Source: an optimization exercise on an open RTL-to-GDS flow (aim: small area, a short achievable clock period and few clock cycles). Production flows keep margins and buffers that such runs may drop.
No functional check of the RTL was part of any run shown here.
No activity file was given, so power comes from the tool's default toggle rates.

## flow/run.sh

```bash
#!/bin/bash
# Standard ORFS layout; repair_timing aims for extra setup slack
set -euo pipefail
bash standard.sh finish SETUP_SLACK_MARGIN=5.6 > standard.log 2>&1
```

## standard.sh

```bash
#!/bin/bash
# synth_recipe.tcl (not shown) runs the flow's synth.tcl, then flattens the netlist and writes it again
# the make line also repeats each setting of config.mk as NAME=value (left out here)
make -C /OpenROAD-flow-scripts/flow DESIGN_CONFIG=/design/flow/config.mk WORK_HOME=/design/flow/orfs CLKGATE_MAP_FILE= SYNTH_SCRIPT=/design/flow/synth_recipe.tcl "${@:-finish}"
```

## config.mk

```make
export PLATFORM = sky130hd
export DESIGN_NAME = ucode_core
export DESIGN_NICKNAME = ucode_core
export VERILOG_FILES = /design/flow/design.v
export SDC_FILE = /design/flow/constraint.sdc
export NUM_CORES = 4
export LEC_CHECK = 0
export CAP_MARGIN = 20
export CORE_MARGIN = 2
export CORE_UTILIZATION = 55
export SLEW_MARGIN = 20
```

## constraint.sdc

```tcl
create_clock -name core_clock -period 8.5 [get_ports {clk}]
set_input_delay 1.7000 -clock core_clock [delete_from_list [all_inputs] [get_ports {clk}]]
set_output_delay 1.7000 -clock core_clock [all_outputs]
set_load 0.01 [all_outputs]
```

## design.v

```verilog
`default_nettype none
package ucode_pkg;
    localparam int INSTR_W = 32;
    localparam int REG_AW  = 4;   
    localparam int DATA_W  = 32;
    localparam int IMM_W   = 16;
    localparam int OPC_W   = 7;   
    localparam logic [OPC_W-1:0] OP_MOV  = 7'b0000000;  
    localparam logic [OPC_W-1:0] OP_ADD  = 7'b0110001;  
    localparam logic [OPC_W-1:0] OP_SUB  = 7'b0110010;  
    localparam logic [OPC_W-1:0] OP_MULI = 7'b0111000;  
    localparam logic [OPC_W-1:0] OP_NOP  = 7'b1100100;
    typedef struct packed {
        logic [OPC_W-1:0]                    opcode;
        logic [REG_AW-1:0]                   rd;
        logic [REG_AW-1:0]                   rs1;
        logic [REG_AW-1:0]                   rs2;
        logic [INSTR_W-OPC_W-3*REG_AW-1:0]   spare;  
    } instr_alu_t;
    typedef struct packed {
        logic [OPC_W-1:0]  opcode;
        logic [REG_AW-1:0] rd;
        logic [REG_AW-1:0] rs1;    
        logic              pad;
        logic [IMM_W-1:0]  imm;
    } instr_imm_t;
    typedef union packed {
        instr_alu_t alu;
        instr_imm_t imm;
    } instr_word_u;
endpackage
`default_nettype wire
`timescale 1ns/100ps
`default_nettype none
module ucode_core (
    input  logic                          clk,
    input  logic                          rst,
    input  logic                          in_valid,
    output logic                          in_ready,
    input  logic [ucode_pkg::INSTR_W-1:0] in_instr,
    output logic                          wb_valid,
    input  logic                          wb_ready,
    output logic [ucode_pkg::REG_AW-1:0]  wb_reg,
    output logic [ucode_pkg::DATA_W-1:0]  wb_data
);
    logic [6:0]  in_op;
    logic        dec_mov, dec_sub, dec_muli, dec_real;
    assign in_op = in_instr[31:25];
    always_comb begin
        dec_mov  = 1'b0;
        dec_sub  = 1'b0;
        dec_muli = 1'b0;
        dec_real = 1'b0;
        case (in_op)
            ucode_pkg::OP_MOV: begin
                dec_real = 1'b1;
                dec_mov  = 1'b1;
            end
            ucode_pkg::OP_ADD: dec_real = 1'b1;
            ucode_pkg::OP_SUB: begin
                dec_real = 1'b1;
                dec_sub  = 1'b1;
            end
            ucode_pkg::OP_MULI: begin
                dec_real = 1'b1;
                if (in_instr[15:0] == 16'h0) begin
                    dec_mov  = 1'b1;                     
                end else begin
                    dec_muli = 1'b1;                     
                end
            end
            default: dec_real = 1'b0;                    
        endcase
    end
    logic        skv;
    logic        sk_mov, sk_sub, sk_muli;
    logic [24:0] sk_w;
    logic        irv;
    logic        ir_mov, ir_sub, ir_muli;
    logic [24:0] ir_w;                                   
    logic        ir_ph;                                  
    logic [3:0]  ir_rd, ir_ra, ir_rb;
    assign ir_rd = ir_w[24:21];
    assign ir_ra = ir_w[20:17];                          
    assign ir_rb = ir_w[16:13];                          
    logic        take;
    logic        ir_free;
    logic        d_issue;
    logic        d_last;
    logic        e_fire;
    assign in_ready = !skv;
    assign take     = in_valid && !skv;
    logic        ev;
    logic [3:0]  e_rd;
    logic [31:0] e_a, e_b;
    logic        e_sub;
    assign e_fire  = ev && (!wb_valid || wb_ready);
    assign d_issue = irv && (!ev || e_fire);
    assign d_last  = !ir_muli || (ir_ph && ir_w[15:0] == 16'd1);
    assign ir_free = !irv || (d_issue && d_last);
    always_ff @(posedge clk or posedge rst) begin
        if (rst) begin
            skv   <= 1'b0;
            irv   <= 1'b0;
            ir_ph <= 1'b0;
        end else begin
            if (ir_free) begin
                ir_ph <= 1'b0;
                if (skv) begin
                    irv <= 1'b1;
                    skv <= 1'b0;
                end else begin
                    irv <= take && dec_real;
                end
            end else begin
                if (take && dec_real) skv <= 1'b1;
                if (d_issue) ir_ph <= 1'b1;
            end
        end
    end
    always_ff @(posedge clk) begin
        if (!skv && !ir_free) begin
            sk_mov  <= dec_mov;
            sk_sub  <= dec_sub;
            sk_muli <= dec_muli;
            sk_w    <= in_instr[24:0];
        end
        if (ir_free) begin
            if (skv) begin
                ir_mov  <= sk_mov;
                ir_sub  <= sk_sub;
                ir_muli <= sk_muli;
                ir_w    <= sk_w;
            end else begin
                ir_mov  <= dec_mov;
                ir_sub  <= dec_sub;
                ir_muli <= dec_muli;
                ir_w    <= in_instr[24:0];
            end
        end else if (d_issue && ir_ph) begin
            ir_w[15:0] <= ir_w[15:0] - 16'd1;            
        end
    end
    logic [31:0] rf [16];
    logic [15:0] rv;                                     
    logic [31:0] rd_a, rd_b;
    logic        u_mov;
    logic        fw_a, fw_b;                             
    logic        fw_wa, fw_wb;                           
    logic [31:0] e_res;
    logic [31:0] nx_a, nx_b;
    always_comb begin
        rd_a = '0;
        rd_b = '0;
        for (int i = 0; i < 16; i++) begin
            rd_a = rd_a | (rf[i] & {32{rv[i] && ir_ra == 4'(i) && !fw_a && !fw_wa && !u_mov}});
            rd_b = rd_b | (rf[i] & {32{rv[i] && ir_rb == 4'(i) && !fw_b && !fw_wb && !u_mov}});
        end
    end
    assign u_mov = ir_mov || (ir_muli && !ir_ph);
    assign fw_a  = !u_mov && ev && e_rd == ir_ra;        
    assign fw_b  = !u_mov && (ir_muli || (ev && e_rd == ir_rb));
    assign fw_wa = !u_mov && !fw_a && wb_valid && wb_reg == ir_ra;
    assign fw_wb = !u_mov && !fw_b && wb_valid && wb_reg == ir_rb;
    assign nx_a  = (e_res & {32{fw_a}}) | (wb_data & {32{fw_wa}}) | rd_a |
                   {16'h0, ir_w[15:0] & {16{ir_mov}}};
    assign nx_b  = ((e_res & {32{fw_b}}) | (wb_data & {32{fw_wb}}) | rd_b) ^ {32{ir_sub}};
    always_ff @(posedge clk or posedge rst) begin
        if (rst) begin
            ev       <= 1'b0;
            rv       <= '0;
            wb_valid <= 1'b0;
        end else begin
            if (d_issue) begin
                ev <= 1'b1;
            end else if (e_fire) begin
                ev <= 1'b0;
            end
            if (wb_ready) begin
                wb_valid <= 1'b0;
            end
            if (wb_valid) begin
                rv[wb_reg] <= 1'b1;
            end
            if (e_fire) begin
                wb_valid <= 1'b1;
            end
        end
    end
    always_ff @(posedge clk) begin
        if (d_issue) begin
            e_rd  <= ir_rd;
            e_sub <= ir_sub && !u_mov;
            e_a   <= nx_a;
            e_b   <= nx_b;                               
        end
    end
    logic [31:0] pg_g, pg_p;
    logic [31:0] gg [6];
    logic [31:0] pp [6];
    logic [32:0] cy;
    assign pg_g = e_a & e_b;
    assign pg_p = e_a ^ e_b;
    always_comb begin
        gg[0] = pg_g;
        pp[0] = pg_p;
        gg[0][0] = pg_g[0] | (pg_p[0] & e_sub);          
        for (int l = 0; l < 5; l++) begin
            gg[l+1] = gg[l];
            pp[l+1] = pp[l];
            for (int i = 0; i < 32; i++) begin
                if ((i >> l) & 1) begin
                    gg[l+1][i] = gg[l][i] | (pp[l][i] & gg[l][((i >> l) << l) - 1]);
                    pp[l+1][i] = pp[l][i] & pp[l][((i >> l) << l) - 1];
                end
            end
        end
        cy[0] = e_sub;
        for (int i = 0; i < 32; i++) cy[i+1] = gg[5][i];
    end
    assign e_res = pg_p ^ cy[31:0];
    always_ff @(posedge clk) begin
        if (e_fire) begin
            wb_reg  <= e_rd;
            wb_data <= e_res;
        end
    end
    always_ff @(posedge clk) begin
        if (wb_valid) begin
            rf[wb_reg] <= wb_data;
        end
    end
endmodule
`default_nettype wire
```

==> impl_metrics.xml, run 1 <==
<?xml version="1.0" encoding="UTF-8"?>
<metrics>
  <group name="outcome">
    <metric name="run_status" unit="">timing/DRC/antenna clean</metric>
  </group>
  <group name="hold_path">
    <metric name="hold_path_depth" unit="">0</metric>
    <metric name="holdCritPathClass" unit="">flip-flop to flip-flop</metric>
    <metric name="min_to" unit="">e_rd[2]$_DFFE_PP_</metric>
    <metric name="min_from" unit="">ir_w[23]$_DFFE_PN_</metric>
  </group>
  <group name="sta">
    <metric name="finalHoldViolCount" unit="">0</metric>
    <metric name="totalNegativeSetupSlack" unit="ns">0</metric>
    <metric name="worst_slew_margin_relative_to_its_limit" unit="">0.317</metric>
    <metric name="rsz0062_at_grt" unit="">yes</metric>
    <metric name="slew_at_the_pin_closest_to_its_max_slew_limit" unit="ns">1.02</metric>
    <metric name="setup_violations" unit="">0</metric>
    <metric name="timing.final.max_slew_violations" unit="">0</metric>
    <metric name="fmax" unit="GHz">0.273</metric>
    <metric name="min_period_over_period" unit="">0.431</metric>
    <metric name="worst_clock_skew" unit="ns">0.0239</metric>
    <metric name="fin_worst_hold_slack" unit="ns">0.438</metric>
    <metric name="period_needed" unit="ns">3.66</metric>
  </group>
  <group name="pwr">
    <metric name="vdd_drop_max" unit="mV">0.162</metric>
    <metric name="leakagePower" unit="nW">13.8</metric>
    <metric name="power.clock.fraction" unit="">0.454</metric>
    <metric name="share_comb_of_total_power" unit="">0.034</metric>
    <metric name="sequentialPowerShare" unit="">0.512</metric>
    <metric name="cellInternalPower" unit="mW">5.82</metric>
    <metric name="power_density" unit="nW/um^2">185</metric>
    <metric name="switching_share_of_power" unit="">0.207</metric>
    <metric name="power_switching" unit="mW">1.52</metric>
  </group>
  <group name="logic_synthesis">
    <metric name="post-synth-top-count-cell" unit="">sky130_fd_sc_hd__edfxtp_1</metric>
    <metric name="average_instance_area_after_synthesis" unit="um^2">14.7</metric>
    <metric name="synth.yosys.seq_area_share" unit="">0.664</metric>
    <metric name="synthDistinctLibCells" unit="">79</metric>
    <metric name="post_synth_fa_ha_maj_area_fraction" unit="">0.0183</metric>
    <metric name="yosys-top-cells-count" unit="">673 x sky130_fd_sc_hd__edfxtp_1, 237 x sky130_fd_sc_hd__a22oi_1, 100 x sky130_fd_sc_hd__a221oi_1</metric>
    <metric name="yosys.area_share.simple" unit="">0.0808</metric>
    <metric name="synthesis.nets" unit="">2209</metric>
    <metric name="yosys.area.top_type" unit="">sky130_fd_sc_hd__edfxtp_1</metric>
    <metric name="synth-compound-area-share" unit="">0.173</metric>
    <metric name="synth_top_flop_cell" unit="">sky130_fd_sc_hd__edfxtp_1</metric>
    <metric name="yosysWarnings" unit="">3</metric>
    <metric name="netlist_area" unit="um^2">31200</metric>
    <metric name="synth.area.top_cells" unit="">sky130_fd_sc_hd__edfxtp_1 65%, sky130_fd_sc_hd__a22oi_1 5.7%, sky130_fd_sc_hd__a222oi_1 3.0%</metric>
    <metric name="area_share_of_the_largest_cell_type_after_synthesis" unit="">0.647</metric>
    <metric name="synth-edff-count" unit="">673</metric>
    <metric name="dominant_combinational_cell_family_by_area_after_synthesis" unit="">compound AO/OA/AOI/OAI gates</metric>
    <metric name="ys_async_sr_fraction" unit="">0.0303</metric>
    <metric name="synth_seq_cells" unit="">694</metric>
    <metric name="synth_xor_area_frac" unit="">0.0249</metric>
    <metric name="synthMuxAreaShare" unit="">0.0111</metric>
    <metric name="postSynthCellCount" unit="">2131</metric>
  </group>
  <group name="drt">
    <metric name="viasPerCell" unit="">7.70</metric>
    <metric name="drt-initial-drc-count" unit="">5370</metric>
    <metric name="wl_per_cell" unit="um">40.2</metric>
    <metric name="drc" unit="">0</metric>
    <metric name="first_pass_iters" unit="">17</metric>
    <metric name="postRouteWirelength" unit="um">132000</metric>
    <metric name="dr_vias" unit="">25400</metric>
    <metric name="drt.antenna.violating_nets" unit="">0</metric>
  </group>
  <group name="flow_run">
    <metric name="max_cap_viol_count" unit="">0</metric>
  </group>
  <group name="die">
    <metric name="rows" unit="">87</metric>
    <metric name="num_io_pins" unit="">74</metric>
    <metric name="initial_core_util" unit="">0.555</metric>
    <metric name="die_w" unit="um">242</metric>
    <metric name="core-area" unit="um^2">56300</metric>
    <metric name="vertical_die_dimension" unit="um">242</metric>
    <metric name="dieArea" unit="um^2">58700</metric>
  </group>
  <group name="setup_path">
    <metric name="worst_r2r_startpoint" unit="">e_a[0]$_DFFE_PP_</metric>
    <metric name="r2r_setup_slack" unit="ns">4.84</metric>
    <metric name="crit_chain" unit="">inv_2 &gt; fa_2 &gt; inv_2 &gt; fa_2 &gt; a211oi_4 &gt; o21ai_4 &gt; a21o_4 &gt; a211oi_4 &gt; fa_2 &gt; xnor2_2 &gt; a222oi_1 &gt; nand2_1 &gt; a221oi_2 &gt; and3_1 &gt; nand3_1</metric>
    <metric name="r2r.worst_path.cells" unit="">15</metric>
    <metric name="crit_buf_inv" unit="">2</metric>
    <metric name="crit_path_frequent_cell" unit="">sky130_fd_sc_hd__fa_2</metric>
    <metric name="timing.critical_path.from" unit="">e_a[0]$_DFFE_PP_</metric>
    <metric name="worst_ep_arrival_time" unit="ns">4.02</metric>
    <metric name="regToRegEndpoint" unit="">e_a[17]$_DFFE_PP_</metric>
    <metric name="endpoint_kind" unit="">flip-flop</metric>
    <metric name="cp_max_fo" unit="">3</metric>
    <metric name="critical_path.top_delay_family" unit="">compound AO/OA/AOI/OAI gates</metric>
    <metric name="timing.critical_path.slowest_stage_cell" unit="">sky130_fd_sc_hd__fa_2</metric>
    <metric name="worst_path_largest_cell_delay" unit="ns">0.40</metric>
    <metric name="worst-endpoint-required" unit="ns">8.86</metric>
    <metric name="critPathLaunchType" unit="">flip-flop</metric>
    <metric name="critical_path_class" unit="">flip-flop to flip-flop</metric>
  </group>
  <group name="cts">
    <metric name="cts-hold-fix-buffers" unit="">0</metric>
    <metric name="clock_tree.buffer_depth" unit="">3</metric>
    <metric name="cts_inserted_buffers" unit="">73</metric>
    <metric name="htree_num_levels" unit="">3</metric>
    <metric name="tritoncts_num_sinks" unit="">694</metric>
    <metric name="tritoncts" unit="">done</metric>
    <metric name="clkSlewWorstSetupHoldPaths" unit="ns">0.06</metric>
    <metric name="clock_latency" unit="ns">0.64</metric>
    <metric name="clk_root_buffer_cell" unit="">sky130_fd_sc_hd__clkbuf_16</metric>
  </group>
  <group name="final_layout">
    <metric name="largest_register_ffs" unit="">512</metric>
    <metric name="regMostFlops" unit="">rf</metric>
    <metric name="finish.net_count" unit="">2558</metric>
    <metric name="post_route_cells_drive_above_1_share" unit="">0.289</metric>
    <metric name="flow.area_growth_from_synthesis" unit="%">27.2</metric>
  </group>
  <group name="global_route">
    <metric name="gr-usage-all-layers" unit="">0.434</metric>
    <metric name="grt_pass1_wl" unit="um">178000</metric>
    <metric name="antenna_found_initial" unit="">3</metric>
    <metric name="grt-ovfl-total" unit="">0</metric>
    <metric name="first_global_vias" unit="">24300</metric>
    <metric name="grt_start_max_net_pins" unit="">50</metric>
  </group>
  <group name="place">
    <metric name="place_hpwl" unit="um">59300</metric>
    <metric name="portBuffers" unit="">73</metric>
    <metric name="gp_congestion" unit="">0.882</metric>
  </group>
</metrics>
[power by group through the flow]
| stage | sequential, mW | clock [mW] | combinational, mW |
|---|---|---|---|
| after floorplan | 3.82 | 0 | 0.113 |
| after global placement | 3.83 | 0 | 0.168 |
| after detailed placement | 3.84 | 0 | 0.171 |
| after CTS | 3.75 | 3.33 | 0.227 |
| after global routing | 3.75 | 3.47 | 0.260 |
| final | 3.76 | 3.33 | 0.251 |
[worst reg2reg max path: stages (launching register included)]
cell                       delay (ns)
sky130_fd_sc_hd__edfxtp_1        0.38
sky130_fd_sc_hd__inv_2           0.07
sky130_fd_sc_hd__fa_2            0.21
sky130_fd_sc_hd__inv_2           0.04
sky130_fd_sc_hd__fa_2            0.40
sky130_fd_sc_hd__a211oi_4        0.33
sky130_fd_sc_hd__o21ai_4         0.13
sky130_fd_sc_hd__a21o_4          0.25
sky130_fd_sc_hd__a211oi_4        0.27
sky130_fd_sc_hd__fa_2            0.27
sky130_fd_sc_hd__xnor2_2         0.08
sky130_fd_sc_hd__a222oi_1        0.37
sky130_fd_sc_hd__nand2_1         0.11
sky130_fd_sc_hd__a221oi_2        0.20
sky130_fd_sc_hd__and3_1          0.19
sky130_fd_sc_hd__nand3_1         0.07
[per-layer routing]
metal  GRT usage  vias up  routed length [um]
li1            -     9679                   -
met1       0.546    12200               42800
met2       0.638     2672               56700
met3       0.141      768               21500
met4       0.302        4               11400
met5           0        -                  29
[through the flow]
step                worst slack [ns]  cells  area, um^2   util  power, mW
finish                          4.84   3294       39700  0.706       7.33
global route                    4.74   3291       39700  0.706       7.48
CTS                             4.83   3218       38700  0.687       7.31
detailed placement              4.40   2878       33000  0.587       4.01
global placement                4.38   2878       33000  0.586       4.00
floorplan                       5.33   2131       31400      -       3.93
[placed cells by master, fill, tap and decap left out, types with 11 or more instances in the layout]
cell                              count
sky130_fd_sc_hd__a211oi_2            15
sky130_fd_sc_hd__a21o_1              22
sky130_fd_sc_hd__a21oi_1             25
sky130_fd_sc_hd__a221oi_1            74
sky130_fd_sc_hd__a221oi_2            28
sky130_fd_sc_hd__a222oi_1            93
sky130_fd_sc_hd__a22o_1              69
sky130_fd_sc_hd__a22oi_1            234
sky130_fd_sc_hd__and3_1              21
sky130_fd_sc_hd__buf_12              50
sky130_fd_sc_hd__buf_16              16
sky130_fd_sc_hd__buf_2               25
sky130_fd_sc_hd__buf_4              208
sky130_fd_sc_hd__buf_6               70
sky130_fd_sc_hd__clkbuf_1            11
sky130_fd_sc_hd__clkbuf_16           83
sky130_fd_sc_hd__clkdlybuf4s50_1     35
sky130_fd_sc_hd__clkinv_2            15
sky130_fd_sc_hd__dfrtp_1             20
sky130_fd_sc_hd__edfxtp_1           673
sky130_fd_sc_hd__ha_1                36
sky130_fd_sc_hd__inv_1               21
sky130_fd_sc_hd__mux2_2              13
sky130_fd_sc_hd__mux2i_1             19
sky130_fd_sc_hd__nand2_1             87
sky130_fd_sc_hd__nand2b_1            20
sky130_fd_sc_hd__nand3_1             61
sky130_fd_sc_hd__nand4_1             61
sky130_fd_sc_hd__nor2_1              56
sky130_fd_sc_hd__nor2_4              24
sky130_fd_sc_hd__nor3_1              13
sky130_fd_sc_hd__nor3_4              14
sky130_fd_sc_hd__nor4_4              11
sky130_fd_sc_hd__o21ai_0             13
sky130_fd_sc_hd__xnor2_1             43
sky130_fd_sc_hd__xnor2_2             13
sky130_fd_sc_hd__xor2_1              19
[kinds of logic after synthesis]
family / count (synthesis)
xor gates and xnor gates: 88
muxes: 33
and+or+nand+nor: 444
adders and majority gates: 42
DFF: 694
buffers and inverters: 175
AOI/OAI and AO/OA: 655
[cell type report]
cell class	count	area, um^2
tap	756	946
fill	3774	16500
clock buffer	89	1990
antenna	4	10.0
multi-input combinational	1266	10900
clock inverter	40	477
timing repair buffer	418	4600
sequential	694	20700
inverter	27	101
[how the worst max path moves through the flow]
| stage | end | cells after the start | slack [ns] |
|---|---|---|---|
| after floorplan | sk_mov$_DFFE_PP_ | 5 | 5.33 |
| after global placement | ir_w[3]$_DFFE_PP_ | 5 | 4.38 |
| after detailed placement | e_b[23]$_DFFE_PP_ | 10 | 4.40 |
| after CTS | e_a[17]$_DFFE_PP_ | 15 | 4.83 |
| after global routing | e_b[19]$_DFFE_PP_ | 14 | 4.74 |
| final | e_a[17]$_DFFE_PP_ | 15 | 4.84 |
[repair_timing]
item,in CTS,in global routing
hold endpoints to repair,0,0
setup buffers,191,64
gates resized for setup,413,78
pin swaps,109,79
gates cloned,20,8
setup endpoints to repair,276,182
==> run 2, diff against run 1 <==
--- a/design.v
+++ b/design.v
@@ -64,9 +64,5 @@
             ucode_pkg::OP_MULI: begin
                 dec_real = 1'b1;
-                if (in_instr[15:0] == 16'h0) begin
-                    dec_mov  = 1'b1;                     
-                end else begin
-                    dec_muli = 1'b1;                     
-                end
+                dec_muli = 1'b1;                         
             end
             default: dec_real = 1'b0;                    
@@ -97,5 +93,5 @@
     assign e_fire  = ev && (!wb_valid || wb_ready);
     assign d_issue = irv && (!ev || e_fire);
-    assign d_last  = !ir_muli || (ir_ph && ir_w[15:0] == 16'd1);
+    assign d_last  = !ir_muli || (ir_ph ? ir_w[15:0] == 16'd1 : ir_w[15:0] == 16'd0);
     assign ir_free = !irv || (d_issue && d_last);
     always_ff @(posedge clk or posedge rst) begin
@@ -163,7 +159,8 @@
     assign fw_wa = !u_mov && !fw_a && wb_valid && wb_reg == ir_ra;
     assign fw_wb = !u_mov && !fw_b && wb_valid && wb_reg == ir_rb;
-    assign nx_a  = (e_res & {32{fw_a}}) | (wb_data & {32{fw_wa}}) | rd_a |
-                   {16'h0, ir_w[15:0] & {16{ir_mov}}};
-    assign nx_b  = ((e_res & {32{fw_b}}) | (wb_data & {32{fw_wb}}) | rd_b) ^ {32{ir_sub}};
+    assign nx_a  = fw_a ? e_res
+                        : ((wb_data & {32{fw_wa}}) | rd_a | {16'h0, ir_w[15:0] & {16{ir_mov}}});
+    assign nx_b  = fw_b ? (e_res ^ {32{ir_sub}})
+                        : (((wb_data & {32{fw_wb}}) | rd_b) ^ {32{ir_sub}});
     always_ff @(posedge clk or posedge rst) begin
         if (rst) begin
@@ -199,5 +196,5 @@
     logic [31:0] gg [6];
     logic [31:0] pp [6];
-    logic [32:0] cy;
+    logic [31:0] cy0, cy1;                               
     assign pg_g = e_a & e_b;
     assign pg_p = e_a ^ e_b;
@@ -205,5 +202,4 @@
         gg[0] = pg_g;
         pp[0] = pg_p;
-        gg[0][0] = pg_g[0] | (pg_p[0] & e_sub);          
         for (int l = 0; l < 5; l++) begin
             gg[l+1] = gg[l];
@@ -216,8 +212,8 @@
             end
         end
-        cy[0] = e_sub;
-        for (int i = 0; i < 32; i++) cy[i+1] = gg[5][i];
-    end
-    assign e_res = pg_p ^ cy[31:0];
+    end
+    assign cy0   = {gg[5][30:0], 1'b0};
+    assign cy1   = cy0 | {pp[5][30:0], 1'b1};
+    assign e_res = e_sub ? (pg_p ^ cy1) : (pg_p ^ cy0);
     always_ff @(posedge clk) begin
         if (e_fire) begin
--- a/config.mk
+++ b/config.mk
@@ -8,4 +8,4 @@
 export CAP_MARGIN = 20
 export CORE_MARGIN = 2
-export CORE_UTILIZATION = 55
+export CORE_UTILIZATION = 50
 export SLEW_MARGIN = 20
==> impl_metrics.xml, run 2 <==
<?xml version="1.0" encoding="UTF-8"?>
<metrics>
  <group name="outcome">
    <metric name="run_status" unit="">timing/DRC/antenna clean</metric>
  </group>
  <group name="drt">
    <metric name="drt.antenna.violating_nets" unit="">0</metric>
    <metric name="dr_vias" unit="">26600</metric>
    <metric name="drc" unit="">0</metric>
    <metric name="wl_per_cell" unit="um">39.4</metric>
    <metric name="drt-initial-drc-count" unit="">6140</metric>
    <metric name="viasPerCell" unit="">7.68</metric>
    <metric name="first_pass_iters" unit="">10</metric>
    <metric name="postRouteWirelength" unit="um">136000</metric>
  </group>
  <group name="sta">
    <metric name="worst_slew_margin_relative_to_its_limit" unit="">0.348</metric>
    <metric name="rsz0062_at_grt" unit="">yes</metric>
    <metric name="min_period_over_period" unit="">0.379</metric>
    <metric name="worst_clock_skew" unit="ns">0.0290</metric>
    <metric name="timing.final.max_slew_violations" unit="">0</metric>
    <metric name="period_needed" unit="ns">3.22</metric>
    <metric name="slew_at_the_pin_closest_to_its_max_slew_limit" unit="ns">0.978</metric>
    <metric name="fmax" unit="GHz">0.310</metric>
    <metric name="totalNegativeSetupSlack" unit="ns">0</metric>
    <metric name="finalHoldViolCount" unit="">0</metric>
    <metric name="setup_violations" unit="">0</metric>
  </group>
  <group name="flow_run">
    <metric name="max_cap_viol_count" unit="">0</metric>
  </group>
  <group name="setup_path">
    <metric name="r2r.worst_path.cells" unit="">12</metric>
    <metric name="r2r_setup_slack" unit="ns">5.28</metric>
    <metric name="endpoint_kind" unit="">flip-flop</metric>
    <metric name="crit_chain" unit="">buf_6 &gt; buf_12 &gt; buf_4 &gt; nor2b_1 &gt; nand3_1 &gt; nor3_4 &gt; buf_6 &gt; a222oi_1 &gt; nand3_1 &gt; nor3_2 &gt; nor2_1 &gt; xor2_1</metric>
    <metric name="timing.critical_path.slowest_stage_cell" unit="">sky130_fd_sc_hd__edfxtp_1</metric>
    <metric name="worst_path_largest_cell_delay" unit="ns">0.44</metric>
    <metric name="cp_max_fo" unit="">19</metric>
    <metric name="critical_path_class" unit="">flip-flop to flip-flop</metric>
    <metric name="worst_r2r_startpoint" unit="">ir_w[14]$_DFFE_PP_</metric>
    <metric name="worst-endpoint-required" unit="ns">8.85</metric>
    <metric name="critPathLaunchType" unit="">flip-flop</metric>
    <metric name="regToRegEndpoint" unit="">e_b[19]$_DFFE_PP_</metric>
    <metric name="worst_ep_arrival_time" unit="ns">3.58</metric>
  </group>
  <group name="die">
    <metric name="num_io_pins" unit="">74</metric>
    <metric name="rows" unit="">91</metric>
    <metric name="die_w" unit="um">254</metric>
    <metric name="initial_core_util" unit="">0.506</metric>
    <metric name="core-area" unit="um^2">61700</metric>
    <metric name="dieArea" unit="um^2">64400</metric>
    <metric name="vertical_die_dimension" unit="um">254</metric>
  </group>
  <group name="logic_synthesis">
    <metric name="synth_top_flop_cell" unit="">sky130_fd_sc_hd__edfxtp_1</metric>
    <metric name="synth-edff-count" unit="">673</metric>
    <metric name="synthDistinctLibCells" unit="">70</metric>
    <metric name="yosys-top-cells-count" unit="">673 x sky130_fd_sc_hd__edfxtp_1, 269 x sky130_fd_sc_hd__a22oi_1, 104 x sky130_fd_sc_hd__a221oi_1</metric>
    <metric name="synth-compound-area-share" unit="">0.179</metric>
    <metric name="synth.area.top_cells" unit="">sky130_fd_sc_hd__edfxtp_1 65%, sky130_fd_sc_hd__a22oi_1 6.5%, sky130_fd_sc_hd__a221oi_1 2.9%</metric>
    <metric name="post-synth-top-count-cell" unit="">sky130_fd_sc_hd__edfxtp_1</metric>
    <metric name="yosys.area_share.simple" unit="">0.0794</metric>
    <metric name="yosys.area.top_type" unit="">sky130_fd_sc_hd__edfxtp_1</metric>
    <metric name="synthesis.nets" unit="">2300</metric>
    <metric name="post_synth_fa_ha_maj_area_fraction" unit="">0.0160</metric>
    <metric name="postSynthCellCount" unit="">2224</metric>
    <metric name="yosysWarnings" unit="">3</metric>
    <metric name="area_share_of_the_largest_cell_type_after_synthesis" unit="">0.647</metric>
    <metric name="netlist_area" unit="um^2">31200</metric>
    <metric name="average_instance_area_after_synthesis" unit="um^2">14.0</metric>
    <metric name="ys_async_sr_fraction" unit="">0.0303</metric>
    <metric name="synthMuxAreaShare" unit="">0.00946</metric>
    <metric name="synth.yosys.seq_area_share" unit="">0.664</metric>
    <metric name="synth_seq_cells" unit="">694</metric>
    <metric name="dominant_combinational_cell_family_by_area_after_synthesis" unit="">compound AO/OA/AOI/OAI gates</metric>
    <metric name="synth_xor_area_frac" unit="">0.0264</metric>
  </group>
  <group name="global_route">
    <metric name="gr-usage-all-layers" unit="">0.401</metric>
    <metric name="first_global_vias" unit="">25000</metric>
    <metric name="grt_pass1_wl" unit="um">179000</metric>
    <metric name="grt-ovfl-total" unit="">0</metric>
    <metric name="antenna_found_initial" unit="">4</metric>
    <metric name="grt_start_max_net_pins" unit="">51</metric>
  </group>
  <group name="cts">
    <metric name="clkSlewWorstSetupHoldPaths" unit="ns">0.06</metric>
    <metric name="clk_root_buffer_cell" unit="">sky130_fd_sc_hd__clkbuf_16</metric>
    <metric name="clock_tree.buffer_depth" unit="">3</metric>
    <metric name="tritoncts" unit="">done</metric>
    <metric name="clock_latency" unit="ns">0.65</metric>
    <metric name="htree_num_levels" unit="">3</metric>
    <metric name="cts-hold-fix-buffers" unit="">0</metric>
    <metric name="cts_inserted_buffers" unit="">73</metric>
    <metric name="tritoncts_num_sinks" unit="">694</metric>
  </group>
  <group name="hold_path">
    <metric name="min_to" unit="">e_rd[3]$_DFFE_PP_</metric>
    <metric name="holdCritPathClass" unit="">flip-flop to flip-flop</metric>
    <metric name="hold_path_depth" unit="">0</metric>
    <metric name="min_from" unit="">ir_w[24]$_DFFE_PN_</metric>
  </group>
  <group name="place">
    <metric name="portBuffers" unit="">73</metric>
    <metric name="place_hpwl" unit="um">66400</metric>
    <metric name="post_dp_cell_area" unit="um^2">33000</metric>
    <metric name="gp_congestion" unit="">0.958</metric>
  </group>
  <group name="final_layout">
    <metric name="regMostFlops" unit="">rf</metric>
    <metric name="mostFrequentLayoutCells" unit="">673 x sky130_fd_sc_hd__edfxtp_1, 223 x sky130_fd_sc_hd__a22oi_1, 214 x sky130_fd_sc_hd__buf_4</metric>
    <metric name="filler_cell_count" unit="">4424</metric>
    <metric name="design_area" unit="um^2">40200</metric>
    <metric name="finish.net_count" unit="">2637</metric>
    <metric name="flow.area_growth_from_synthesis" unit="%">28.7</metric>
    <metric name="largest_register_ffs" unit="">512</metric>
    <metric name="post_route_cells_drive_above_1_share" unit="">0.299</metric>
    <metric name="mostFrequentLayoutCell" unit="">sky130_fd_sc_hd__edfxtp_1</metric>
  </group>
  <group name="pwr">
    <metric name="leakagePower" unit="nW">13.6</metric>
    <metric name="vdd_drop_max" unit="mV">0.170</metric>
    <metric name="total_power" unit="mW">7.24</metric>
    <metric name="power_density" unit="nW/um^2">180</metric>
  </group>
</metrics>
[run 2: cell types whose count changed in the layout (fill, tap and decap cells not counted), sizes merged, moves of 18 or more]
cell / delta
a222oi: -63
a21oi: +34
a22oi: +32
a221o: +30
o22a: +24
nand3: +22
o22ai: +18
[run 2: worst max path at each step]
stage                     startpoint                 to  slack [ns]  cells after the start
2_1_floorplan               wb_ready   e_a[0]$_DFFE_PP_        5.31                      2
3_3_place_gp        e_a[2]$_DFFE_PP_  e_b[30]$_DFFE_PP_        4.24                     10
3_5_place_dp        e_a[2]$_DFFE_PP_  e_b[30]$_DFFE_PP_        4.24                     10
4_1_cts        wb_data[12]$_DFFE_PP_        wb_data[12]        5.42                      1
5_1_grt            e_rd[1]$_DFFE_PP_  e_b[26]$_DFFE_PP_        5.26                     12
6_report          ir_w[14]$_DFFE_PP_  e_b[19]$_DFFE_PP_        5.28                     12
[run 2: power by group]
group	switching [mW]	internal [mW]	total (mW)
logic	0.148	0.117	0.265
registers	0.0320	3.73	3.76
clock network	1.40	1.81	3.21
[run 2: cell families after synthesis]
| kind of cell | after synthesis |
|---|---|
| AO/OA/AOI/OAI | 723 |
| flip-flops | 694 |
| AND/OR/NAND/NOR | 465 |
| buffers and inverters | 180 |
| XOR/XNOR | 94 |
| adder cells (fa/ha/maj) | 40 |
| multiplexers | 28 |
[run 2: what timing repair did]
| action | in CTS | in global routing |
|---|---|---|
| resized for setup | 469 | 179 |
| buffers inserted | 171 | 76 |
| pin swaps | 101 | 97 |
| endpoints found under the setup margin | 248 | 169 |
| gates cloned | 16 | 14 |
[run 2: area by class of cell]
cell class | instances | area [um^2] | area share
diodes | 5 | 12.5 | 0.000311
clock buffers | 93 | 1990 | 0.0494
clock inverters | 37 | 349 | 0.00869
inverters | 24 | 95.1 | 0.00237
multi-input cells | 1354 | 11500 | 0.286
flip-flops and latches | 694 | 20700 | 0.516
well taps | 837 | 1050 | 0.0261
repair buffers | 414 | 4460 | 0.111
[run 2: critical path, delay by kind of cell (launching register included)]
family | cells | cell delay (ns)
AO/OA/AOI/OAI | 1 | 0.18
buffers and inverters | 4 | 0.82
AND/OR/NAND/NOR | 6 | 1.41
XOR/XNOR | 1 | 0.09
flip-flops | 1 | 0.44
[run 2: per-stage QoR]
stage | utilization | setup slack (ns) | hold WS, ns | cells
after floorplan | - | 5.31 | 0.400 | 2224
after global placement | 0.535 | 4.24 | 0.402 | 3046
after detailed placement | 0.535 | 4.24 | 0.412 | 3046
after CTS | 0.622 | 5.42 | 0.426 | 3363
after global routing | 0.651 | 5.26 | 0.426 | 3453
final | 0.651 | 5.28 | 0.422 | 3458
[run 2: layer usage]
| metal | up-vias | GRT usage | wire length, um | share of wire |
|---|---|---|---|---|
| met5 | - | 0.00463 | 0 | 0 |
| met2 | 3059 | 0.577 | 56500 | 0.41 |
| met1 | 12700 | 0.517 | 45300 | 0.33 |
| li1 | 9968 | - | - | - |
| met3 | 835 | 0.158 | 24000 | 0.18 |
| met4 | 0 | 0.223 | 10400 | 0.076 |
==> run 3, diff against run 2 <==
--- a/design.v
+++ b/design.v
@@ -143,5 +143,4 @@
     logic        u_mov;
     logic        fw_a, fw_b;                             
-    logic        fw_wa, fw_wb;                           
     logic [31:0] e_res;
     logic [31:0] nx_a, nx_b;
@@ -150,6 +149,6 @@
         rd_b = '0;
         for (int i = 0; i < 16; i++) begin
-            rd_a = rd_a | (rf[i] & {32{rv[i] && ir_ra == 4'(i) && !fw_a && !fw_wa && !u_mov}});
-            rd_b = rd_b | (rf[i] & {32{rv[i] && ir_rb == 4'(i) && !fw_b && !fw_wb && !u_mov}});
+            rd_a = rd_a | (rf[i] & {32{rv[i] && ir_ra == 4'(i) && !fw_a && !u_mov}});
+            rd_b = rd_b | (rf[i] & {32{rv[i] && ir_rb == 4'(i) && !fw_b && !u_mov}});
         end
     end
@@ -157,10 +156,6 @@
     assign fw_a  = !u_mov && ev && e_rd == ir_ra;        
     assign fw_b  = !u_mov && (ir_muli || (ev && e_rd == ir_rb));
-    assign fw_wa = !u_mov && !fw_a && wb_valid && wb_reg == ir_ra;
-    assign fw_wb = !u_mov && !fw_b && wb_valid && wb_reg == ir_rb;
-    assign nx_a  = fw_a ? e_res
-                        : ((wb_data & {32{fw_wa}}) | rd_a | {16'h0, ir_w[15:0] & {16{ir_mov}}});
-    assign nx_b  = fw_b ? (e_res ^ {32{ir_sub}})
-                        : (((wb_data & {32{fw_wb}}) | rd_b) ^ {32{ir_sub}});
+    assign nx_a  = fw_a ? e_res : (rd_a | {16'h0, ir_w[15:0] & {16{ir_mov}}});
+    assign nx_b  = fw_b ? (e_res ^ {32{ir_sub}}) : (rd_b ^ {32{ir_sub}});
     always_ff @(posedge clk or posedge rst) begin
         if (rst) begin
@@ -177,8 +172,6 @@
                 wb_valid <= 1'b0;
             end
-            if (wb_valid) begin
-                rv[wb_reg] <= 1'b1;
-            end
             if (e_fire) begin
+                rv[e_rd] <= 1'b1;
                 wb_valid <= 1'b1;
             end
@@ -218,11 +211,7 @@
     always_ff @(posedge clk) begin
         if (e_fire) begin
-            wb_reg  <= e_rd;
-            wb_data <= e_res;
-        end
-    end
-    always_ff @(posedge clk) begin
-        if (wb_valid) begin
-            rf[wb_reg] <= wb_data;
+            rf[e_rd] <= e_res;
+            wb_reg   <= e_rd;
+            wb_data  <= e_res;
         end
     end
==> impl_metrics.xml, run 3 <==
<?xml version="1.0" encoding="UTF-8"?>
<metrics>
  <group name="cts">
    <metric name="cts-hold-fix-buffers" unit="">0</metric>
    <metric name="tritoncts" unit="">done</metric>
    <metric name="clkSlewWorstSetupHoldPaths" unit="ns">0.06</metric>
    <metric name="clock_tree.buffer_depth" unit="">3</metric>
    <metric name="cts_inserted_buffers" unit="">72</metric>
    <metric name="clock_latency" unit="ns">0.63</metric>
    <metric name="clk_root_buffer_cell" unit="">sky130_fd_sc_hd__clkbuf_16</metric>
    <metric name="htree_num_levels" unit="">3</metric>
    <metric name="tritoncts_num_sinks" unit="">694</metric>
  </group>
  <group name="final_layout">
    <metric name="filler_cell_count" unit="">4187</metric>
    <metric name="regMostFlops" unit="">rf</metric>
    <metric name="mostFrequentLayoutCells" unit="">673 x sky130_fd_sc_hd__edfxtp_1, 162 x sky130_fd_sc_hd__buf_4, 138 x sky130_fd_sc_hd__a22oi_1</metric>
    <metric name="ff_latch_area" unit="um^2">20700</metric>
    <metric name="post_route_cells_drive_above_1_share" unit="">0.304</metric>
    <metric name="mostFrequentLayoutCell" unit="">sky130_fd_sc_hd__edfxtp_1</metric>
    <metric name="total_area_of_multi_input_combinational_cells" unit="um^2">10600</metric>
    <metric name="stdcell_count" unit="">3237</metric>
    <metric name="finish.net_count" unit="">2471</metric>
    <metric name="design_area" unit="um^2">39400</metric>
    <metric name="flow.area_growth_from_synthesis" unit="%">29.5</metric>
    <metric name="largest_register_ffs" unit="">512</metric>
  </group>
  <group name="pwr">
    <metric name="power_density" unit="nW/um^2">181</metric>
    <metric name="leakagePower" unit="nW">13.5</metric>
    <metric name="vdd_drop_max" unit="mV">0.155</metric>
  </group>
  <group name="drt">
    <metric name="drt-initial-drc-count" unit="">6224</metric>
    <metric name="route.layer.met1.wl" unit="um">42100</metric>
    <metric name="met3RoutedLength" unit="um">20900</metric>
    <metric name="highest-signal-layer" unit="">met5</metric>
    <metric name="postRouteWirelength" unit="um">124000</metric>
    <metric name="dr_vias" unit="">24600</metric>
    <metric name="drt.antenna.violating_nets" unit="">0</metric>
    <metric name="wl_per_cell" unit="um">38.3</metric>
    <metric name="route.met2.wl" unit="um">52300</metric>
    <metric name="drc" unit="">0</metric>
    <metric name="first_pass_iters" unit="">10</metric>
    <metric name="viasPerCell" unit="">7.60</metric>
  </group>
  <group name="die">
    <metric name="dieArea" unit="um^2">62900</metric>
    <metric name="vertical_die_dimension" unit="um">251</metric>
    <metric name="initial_core_util" unit="">0.506</metric>
    <metric name="core-area" unit="um^2">60200</metric>
    <metric name="num_io_pins" unit="">74</metric>
    <metric name="rows" unit="">90</metric>
    <metric name="die_w" unit="um">251</metric>
  </group>
  <group name="global_route">
    <metric name="grt_start_max_net_pins" unit="">51</metric>
    <metric name="first_global_vias" unit="">23600</metric>
    <metric name="antenna_found_initial" unit="">4</metric>
    <metric name="grt-ovfl-total" unit="">0</metric>
    <metric name="gr-usage-all-layers" unit="">0.379</metric>
    <metric name="grt_pass1_wl" unit="um">169000</metric>
  </group>
  <group name="place">
    <metric name="portBuffers" unit="">73</metric>
    <metric name="place_hpwl" unit="um">59900</metric>
    <metric name="preCtsSetupSlack" unit="ns">3.39</metric>
    <metric name="gp_congestion" unit="">0.918</metric>
    <metric name="post_dp_cell_area" unit="um^2">32400</metric>
    <metric name="dp_cells" unit="">2822</metric>
  </group>
  <group name="setup_path">
    <metric name="r2r.worst_path.cells" unit="">15</metric>
    <metric name="worst_r2r_startpoint" unit="">e_b[0]$_DFFE_PP_</metric>
    <metric name="cp_max_fo" unit="">5</metric>
    <metric name="worst_ep_arrival_time" unit="ns">3.62</metric>
    <metric name="crit_chain" unit="">inv_2 &gt; ha_4 &gt; a21oi_4 &gt; nand3b_1 &gt; buf_12 &gt; a2111oi_4 &gt; buf_6 &gt; o31ai_4 &gt; buf_12 &gt; a311oi_4 &gt; buf_6 &gt; o21ai_4 &gt; a21oi_4 &gt; o22ai_2 &gt; xnor2_1</metric>
    <metric name="critical_path_class" unit="">flip-flop to flip-flop</metric>
    <metric name="endpoint_kind" unit="">flip-flop</metric>
    <metric name="worst_path_largest_cell_delay" unit="ns">0.38</metric>
    <metric name="timing.critical_path.from" unit="">e_b[0]$_DFFE_PP_</metric>
    <metric name="timing.critical_path.slowest_stage_cell" unit="">sky130_fd_sc_hd__edfxtp_1</metric>
    <metric name="worst-endpoint-required" unit="ns">8.83</metric>
    <metric name="critPathLaunchType" unit="">flip-flop</metric>
  </group>
  <group name="sta">
    <metric name="worst_clock_skew" unit="ns">0.0275</metric>
    <metric name="worst_slew_margin_relative_to_its_limit" unit="">0.237</metric>
    <metric name="layout_setup_ws" unit="ns">5.21</metric>
    <metric name="fmax" unit="GHz">0.304</metric>
    <metric name="setup_violations" unit="">0</metric>
    <metric name="period_needed" unit="ns">3.29</metric>
    <metric name="min_period_over_period" unit="">0.387</metric>
    <metric name="rsz0062_at_grt" unit="">yes</metric>
    <metric name="totalNegativeSetupSlack" unit="ns">0</metric>
    <metric name="timing.final.max_slew_violations" unit="">0</metric>
    <metric name="finalHoldViolCount" unit="">0</metric>
    <metric name="slew_at_the_pin_closest_to_its_max_slew_limit" unit="ns">1.14</metric>
  </group>
  <group name="logic_synthesis">
    <metric name="post-synth-top-count-cell" unit="">sky130_fd_sc_hd__edfxtp_1</metric>
    <metric name="ys_async_sr_fraction" unit="">0.0303</metric>
    <metric name="synth.area.top_cells" unit="">sky130_fd_sc_hd__edfxtp_1 66%, sky130_fd_sc_hd__a222oi_1 4.0%, sky130_fd_sc_hd__a22oi_1 3.5%</metric>
    <metric name="average_instance_area_after_synthesis" unit="um^2">15.0</metric>
    <metric name="synth_seq_cells" unit="">694</metric>
    <metric name="synth.yosys.seq_area_share" unit="">0.681</metric>
    <metric name="synthDistinctLibCells" unit="">83</metric>
    <metric name="yosysWarnings" unit="">3</metric>
    <metric name="yosys.area.top_type" unit="">sky130_fd_sc_hd__edfxtp_1</metric>
    <metric name="yosys-top-cells-count" unit="">673 x sky130_fd_sc_hd__edfxtp_1, 140 x sky130_fd_sc_hd__a22oi_1, 122 x sky130_fd_sc_hd__a222oi_1</metric>
    <metric name="netlist_area" unit="um^2">30500</metric>
    <metric name="synth_top_flop_cell" unit="">sky130_fd_sc_hd__edfxtp_1</metric>
    <metric name="synthesis.nets" unit="">2110</metric>
    <metric name="synth-edff-count" unit="">673</metric>
    <metric name="area_share_of_the_largest_cell_type_after_synthesis" unit="">0.663</metric>
    <metric name="postSynthCellCount" unit="">2034</metric>
  </group>
  <group name="hold_path">
    <metric name="hold_path_depth" unit="">0</metric>
    <metric name="min_from" unit="">ir_w[21]$_DFFE_PN_</metric>
    <metric name="holdCritPathClass" unit="">flip-flop to flip-flop</metric>
  </group>
  <group name="outcome">
    <metric name="run_status" unit="">timing/DRC/antenna clean</metric>
  </group>
  <group name="flow_run">
    <metric name="max_cap_viol_count" unit="">0</metric>
  </group>
</metrics>
[run 3: changes by cell type after synthesis, sizes merged, moves of 13 or more]
cell | before | now
nor3 | 36 | 23
nand3 | 88 | 53
a221oi | 104 | 76
a2111oi | 6 | 19
buf | 74 | 88
a21oi | 65 | 45
nand4 | 74 | 48
clkbuf | 82 | 51
a222oi | 30 | 122
a22oi | 269 | 140
xor2 | 32 | 19
[run 3: final timing paths]
kind | endpoint | slack (ns)
worst max-delay path | e_b[30]$_DFFE_PP_ | 5.21
worst min-delay path | e_rd[0]$_DFFE_PP_ | 0.42
worst max register to register | e_b[30]$_DFFE_PP_ | 5.21
worst min register to register | e_rd[0]$_DFFE_PP_ | 0.42
max in group asynchronous | rv[13]$_DFFE_PP0P_ | 6.41
min in group asynchronous | rv[0]$_DFFE_PP0P_ | 1.56
[run 3: cells by family (layout without fill, tap and decap cells)]
group,after synthesis,in the layout,share of synthesized area
other,0,3,0
AOI/OAI and AO/OA,633,633,0.176
adders and majority gates,40,40,0.0164
DFF,694,694,0.681
and+or+nand+nor,402,418,0.0693
buffers and inverters,162,564,0.0270
xor gates and xnor gates,79,79,0.0227
muxes,24,24,0.00830
[run 3: per-layer routing]
metal,track usage,vias up
li1,-,9399
met4,0.229,8
met5,0,-
met1,0.495,12000
met3,0.133,601
met2,0.547,2653
[run 3: critical path, delay by kind of cell (launching register included)]
family / cells / cell delay (ns)
flops: 1 / 0.38
buf+inv: 5 / 0.75
compound gates: 7 / 1.19
xor+xnor: 1 / 0.18
fa+ha+maj: 1 / 0.27
simple gates: 1 / 0.21
[run 3: final cells by class]
class	instances	share of cell area
antenna	3	0.000190
clock inverter	37	0.00793
timing repair buffer	410	0.117
clock buffer	94	0.0512
tap	782	0.0248
inverter	23	0.00289
multi-input combinational	1194	0.270
sequential	694	0.526
[run 3: metrics by stage]
step	utilization	power, mW	hold slack [ns]
final	0.655	7.15	0.422
after global routing	0.654	7.29	0.443
after CTS	0.628	7.13	0.427
after detailed placement	0.538	3.98	0.414
after global placement	0.538	3.98	0.403
after floorplan	-	3.91	0.400
[run 3: what timing repair did]
item	CTS	global route
gates cloned	27	12
pin swaps	98	103
setup endpoints to repair	1139	453
resized for setup	438	163
setup buffers	167	75
[run 3: report_power, final]
group | internal (mW) | switching [mW]
sequential | 3.74 | 0.0181
clock | 1.83 | 1.36
combinational | 0.0945 | 0.118
==> run 4, diff against run 3 <==
--- a/design.v
+++ b/design.v
@@ -92,5 +92,5 @@
     logic        e_sub;
     assign e_fire  = ev && (!wb_valid || wb_ready);
-    assign d_issue = irv && (!ev || e_fire);
+    assign d_issue = irv && (!ev || e_fire) && !(ir_sub && ev && e_rd == ir_w[16:13]);
     assign d_last  = !ir_muli || (ir_ph ? ir_w[15:0] == 16'd1 : ir_w[15:0] == 16'd0);
     assign ir_free = !irv || (d_issue && d_last);
@@ -157,5 +157,5 @@
     assign fw_b  = !u_mov && (ir_muli || (ev && e_rd == ir_rb));
     assign nx_a  = fw_a ? e_res : (rd_a | {16'h0, ir_w[15:0] & {16{ir_mov}}});
-    assign nx_b  = fw_b ? (e_res ^ {32{ir_sub}}) : (rd_b ^ {32{ir_sub}});
+    assign nx_b  = fw_b ? e_res : (rd_b ^ {32{ir_sub}});
     always_ff @(posedge clk or posedge rst) begin
         if (rst) begin
--- a/config.mk
+++ b/config.mk
@@ -8,4 +8,4 @@
 export CAP_MARGIN = 20
 export CORE_MARGIN = 2
-export CORE_UTILIZATION = 50
+export CORE_UTILIZATION = 55
 export SLEW_MARGIN = 20
==> impl_metrics.xml, run 4 <==
<?xml version="1.0" encoding="UTF-8"?>
<metrics>
  <group name="sta">
    <metric name="worst_clock_skew" unit="ns">0.0384</metric>
    <metric name="min_period_over_period" unit="">0.382</metric>
    <metric name="totalNegativeSetupSlack" unit="ns">0</metric>
    <metric name="setup_violations" unit="">0</metric>
    <metric name="worst_slew_margin_relative_to_its_limit" unit="">0.283</metric>
    <metric name="timing.final.max_slew_violations" unit="">0</metric>
    <metric name="period_needed" unit="ns">3.24</metric>
    <metric name="rsz0062_at_grt" unit="">yes</metric>
    <metric name="slew_at_the_pin_closest_to_its_max_slew_limit" unit="ns">1.07</metric>
    <metric name="fmax" unit="GHz">0.308</metric>
    <metric name="finalHoldViolCount" unit="">0</metric>
  </group>
  <group name="final_layout">
    <metric name="ff_latch_area" unit="um^2">20700</metric>
    <metric name="stdcell_count" unit="">3414</metric>
    <metric name="post_route_cells_drive_above_1_share" unit="">0.354</metric>
    <metric name="mostFrequentLayoutCells" unit="">673 x sky130_fd_sc_hd__edfxtp_1, 226 x sky130_fd_sc_hd__buf_4, 157 x sky130_fd_sc_hd__a22oi_1</metric>
    <metric name="mostFrequentLayoutCell" unit="">sky130_fd_sc_hd__edfxtp_1</metric>
    <metric name="filler_cell_count" unit="">3470</metric>
    <metric name="largest_register_ffs" unit="">512</metric>
    <metric name="flow.area_growth_from_synthesis" unit="%">33.7</metric>
    <metric name="design_area" unit="um^2">41500</metric>
    <metric name="regMostFlops" unit="">rf</metric>
    <metric name="total_area_of_multi_input_combinational_cells" unit="um^2">12000</metric>
    <metric name="finish.net_count" unit="">2680</metric>
  </group>
  <group name="place">
    <metric name="post_dp_cell_area" unit="um^2">33000</metric>
    <metric name="gp_congestion" unit="">0.914</metric>
    <metric name="dp_cells" unit="">2942</metric>
    <metric name="portBuffers" unit="">73</metric>
    <metric name="place_hpwl" unit="um">62200</metric>
  </group>
  <group name="pwr">
    <metric name="leakagePower" unit="nW">14.5</metric>
    <metric name="vdd_drop_max" unit="mV">0.658</metric>
    <metric name="cellInternalPower" unit="mW">11.1</metric>
    <metric name="switching_share_of_power" unit="">0.392</metric>
    <metric name="power_density" unit="nW/um^2">441</metric>
    <metric name="power.clock.fraction" unit="">0.168</metric>
    <metric name="share_comb_of_total_power" unit="">0.469</metric>
    <metric name="power_switching" unit="mW">7.18</metric>
    <metric name="sequentialPowerShare" unit="">0.363</metric>
  </group>
  <group name="drt">
    <metric name="drt.antenna.violating_nets" unit="">0</metric>
    <metric name="route.layer.met1.wl" unit="um">44500</metric>
    <metric name="met3RoutedLength" unit="um">23700</metric>
    <metric name="route.met2.wl" unit="um">55500</metric>
    <metric name="postRouteWirelength" unit="um">136000</metric>
    <metric name="drc" unit="">0</metric>
    <metric name="highest-signal-layer" unit="">met5</metric>
    <metric name="viasPerCell" unit="">7.68</metric>
    <metric name="dr_vias" unit="">26200</metric>
    <metric name="first_pass_iters" unit="">9</metric>
    <metric name="wl_per_cell" unit="um">39.7</metric>
    <metric name="drt-initial-drc-count" unit="">5189</metric>
  </group>
  <group name="die">
    <metric name="initial_core_util" unit="">0.554</metric>
    <metric name="num_io_pins" unit="">74</metric>
    <metric name="vertical_die_dimension" unit="um">242</metric>
    <metric name="rows" unit="">87</metric>
    <metric name="die_w" unit="um">242</metric>
    <metric name="dieArea" unit="um^2">58300</metric>
    <metric name="core-area" unit="um^2">56100</metric>
  </group>
  <group name="logic_synthesis">
    <metric name="post-synth-top-count-cell" unit="">sky130_fd_sc_hd__edfxtp_1</metric>
    <metric name="synth-edff-count" unit="">673</metric>
    <metric name="dominant_combinational_cell_family_by_area_after_synthesis" unit="">compound AO/OA/AOI/OAI gates</metric>
    <metric name="synth_top_flop_cell" unit="">sky130_fd_sc_hd__edfxtp_1</metric>
    <metric name="average_instance_area_after_synthesis" unit="um^2">14.3</metric>
    <metric name="synth-compound-area-share" unit="">0.165</metric>
    <metric name="ys_async_sr_fraction" unit="">0.0303</metric>
    <metric name="synth_seq_cells" unit="">694</metric>
    <metric name="yosys-top-cells-count" unit="">673 x sky130_fd_sc_hd__edfxtp_1, 191 x sky130_fd_sc_hd__a22oi_1, 94 x sky130_fd_sc_hd__and3_1</metric>
    <metric name="synth.yosys.seq_area_share" unit="">0.668</metric>
    <metric name="synth_xor_area_frac" unit="">0.0237</metric>
    <metric name="area_share_of_the_largest_cell_type_after_synthesis" unit="">0.651</metric>
    <metric name="synthesis.nets" unit="">2245</metric>
    <metric name="synth.area.top_cells" unit="">sky130_fd_sc_hd__edfxtp_1 65%, sky130_fd_sc_hd__a22oi_1 4.6%, sky130_fd_sc_hd__a221oi_1 2.5%</metric>
    <metric name="synthMuxAreaShare" unit="">0.0142</metric>
    <metric name="yosys.area.top_type" unit="">sky130_fd_sc_hd__edfxtp_1</metric>
    <metric name="postSynthCellCount" unit="">2169</metric>
    <metric name="netlist_area" unit="um^2">31000</metric>
    <metric name="yosysWarnings" unit="">3</metric>
    <metric name="synthDistinctLibCells" unit="">81</metric>
    <metric name="post_synth_fa_ha_maj_area_fraction" unit="">0.0161</metric>
    <metric name="yosys.area_share.simple" unit="">0.0870</metric>
  </group>
  <group name="cts">
    <metric name="cts_inserted_buffers" unit="">74</metric>
    <metric name="clk_root_buffer_cell" unit="">sky130_fd_sc_hd__clkbuf_16</metric>
    <metric name="htree_num_levels" unit="">3</metric>
    <metric name="clock_tree.buffer_depth" unit="">3</metric>
    <metric name="clock_latency" unit="ns">0.65</metric>
    <metric name="clkSlewWorstSetupHoldPaths" unit="ns">0.06</metric>
    <metric name="tritoncts_num_sinks" unit="">694</metric>
    <metric name="tritoncts" unit="">done</metric>
  </group>
  <group name="setup_path">
    <metric name="setup.worst_path.end" unit="">e_b[10]$_DFFE_PP_</metric>
    <metric name="r2r.worst_path.cells" unit="">11</metric>
    <metric name="r2r_setup_slack" unit="ns">5.26</metric>
    <metric name="timing.critical_path.from" unit="">e_rd[3]$_DFFE_PP_</metric>
    <metric name="critical_path_class" unit="">flip-flop to flip-flop</metric>
    <metric name="worst_r2r_startpoint" unit="">e_rd[3]$_DFFE_PP_</metric>
    <metric name="regToRegEndpoint" unit="">e_b[10]$_DFFE_PP_</metric>
    <metric name="endpoint_kind" unit="">flip-flop</metric>
    <metric name="critPathLaunchType" unit="">flip-flop</metric>
    <metric name="worst_ep_arrival_time" unit="ns">3.62</metric>
    <metric name="worst-endpoint-required" unit="ns">8.88</metric>
    <metric name="cp_max_fo" unit="">8</metric>
  </group>
  <group name="global_route">
    <metric name="grt_pass1_wl" unit="um">177000</metric>
    <metric name="grt-ovfl-total" unit="">0</metric>
    <metric name="gr-usage-all-layers" unit="">0.429</metric>
    <metric name="grt_start_max_net_pins" unit="">53</metric>
    <metric name="antenna_found_initial" unit="">5</metric>
    <metric name="first_global_vias" unit="">24400</metric>
  </group>
  <group name="hold_path">
    <metric name="holdCritPathClass" unit="">flip-flop to flip-flop</metric>
    <metric name="hold_path_depth" unit="">0</metric>
  </group>
  <group name="flow_run">
    <metric name="max_cap_viol_count" unit="">0</metric>
  </group>
  <group name="outcome">
    <metric name="run_status" unit="">timing/DRC/antenna clean</metric>
  </group>
</metrics>
==> run 4: per-layer routing <==
metal / vias up / global-route usage
li1: 9912 / -
met3: 803 / 0.156
met1: 12800 / 0.558
met2: 2759 / 0.624
met4: 2 / 0.248
met5: - / 0
==> run 4: worst max-delay path: stages, from the launching register on <==
cell,delay (ns)
sky130_fd_sc_hd__edfxtp_1,0.51
sky130_fd_sc_hd__xor2_4,0.24
sky130_fd_sc_hd__buf_6,0.14
sky130_fd_sc_hd__o31a_1,0.37
sky130_fd_sc_hd__buf_12,0.18
sky130_fd_sc_hd__and2_4,0.19
sky130_fd_sc_hd__buf_16,0.16
sky130_fd_sc_hd__a22o_1,0.20
sky130_fd_sc_hd__a221oi_2,0.19
sky130_fd_sc_hd__nand4_1,0.19
sky130_fd_sc_hd__or3_1,0.39
sky130_fd_sc_hd__a31o_1,0.21
==> run 4: worst min path at each step <==
stage | from | endpoint | slack (ns)
6_report | ir_w[24]$_DFFE_PN_ | e_rd[3]$_DFFE_PP_ | 0.42
3_3_place_gp | ir_w[22]$_DFFE_PN_ | e_rd[1]$_DFFE_PP_ | 0.40
5_1_grt | ir_w[24]$_DFFE_PN_ | e_rd[3]$_DFFE_PP_ | 0.43
2_1_floorplan | ir_w[21]$_DFFE_PN_ | e_rd[0]$_DFFE_PP_ | 0.40
3_5_place_dp | ir_w[24]$_DFFE_PN_ | e_rd[3]$_DFFE_PP_ | 0.41
4_1_cts | ir_w[24]$_DFFE_PN_ | e_rd[3]$_DFFE_PP_ | 0.42
==> run 4: power by group through the flow <==
stage               logic [mW]  clock network (mW)  registers [mW]
floorplan                 3.29                   0            6.53
detailed placement        5.65                   0            6.70
finish                    8.59                3.08            6.64
global route              8.82                3.20            6.68
global placement          5.52                   0            6.69
CTS                       7.34                3.06            6.61
==> run 4: cell type report <==
| class | instances | area share |
|---|---|---|
| Clock inverter | 33 | 0.00640 |
| Antenna cell | 5 | 0.000302 |
| Multi-Input combinational cell | 1315 | 0.290 |
| Timing Repair inverter | 2 | 0.000362 |
| Sequential cell | 694 | 0.500 |
| Tap cell | 756 | 0.0228 |
| Inverter | 31 | 0.00326 |
| Timing Repair Buffer | 486 | 0.130 |
| Clock buffer | 92 | 0.0468 |
==> run 4: logic make-up after synthesis <==
kind of cell             Yosys count
XOR/XNOR                          83
buffers and inverters            174
AND/OR/NAND/NOR                  499
multiplexers                      42
flip-flops                       694
adder cells (fa/ha/maj)           40
AO/OA/AOI/OAI                    637
==> run 4: per-stage QoR <==
stage	setup WS (ns)	util	power, mW	hold WS (ns)
floorplan	4.96	-	9.82	0.400
global placement	3.33	0.588	12.2	0.402
detailed placement	3.27	0.589	12.4	0.405
CTS	5.28	0.700	17.0	0.417
global route	5.19	0.740	18.7	0.426
finish	5.26	0.740	18.3	0.417
==> run 4: what timing repair did <==
action | 4_1_cts | 5_1_grt
setup buffers | 181 | 119
resized for setup | 569 | 227
pin swaps | 167 | 190
endpoints found under the setup margin | 1099 | 645
hold buffers | 0 | 0
gates cloned | 31 | 11

==> separate check: timing with driven ports <==
The results above use ideal ports. As a check the final layouts listed here were re-extracted and re-timed, cells and wires unchanged.
Step 1, drivers: a clkbuf_16 drives clk and a buf_2 each remaining input, both assumed.
Step 2 also shifts input and output timing later by t, the mid clock arrival at the registers, as if the neighbouring blocks saw the same clock.
a / b / c = no drivers / after step 1 / after step 2; a / b = the first two.
| run | t (ns) | setup slack, ns | worst setup path at the end | slew at the worst register clock pin (ns) | cell pins on the clock port's net |
|---|---|---|---|---|---|
| run 1 | 0.695 | 4.839 / 4.839 / 4.839 | register to register | 0.07 / 0.07 | 1 |
| run 2 | 0.699 | 5.276 / 5.276 / 5.065 | input to register | 0.07 / 0.07 | 1 |
| run 3 | 0.677 | 5.213 / 5.213 / 5.031 | input to register | 0.07 / 0.07 | 1 |
| run 4 | 0.699 | 5.257 / 5.257 / 4.958 | input to register | 0.07 / 0.07 | 1 |
After both steps setup and hold are still met in every run listed. The setup slack of run 4, which loses most, moves by 0.000 ns with the drivers and by -0.299 ns with both steps.
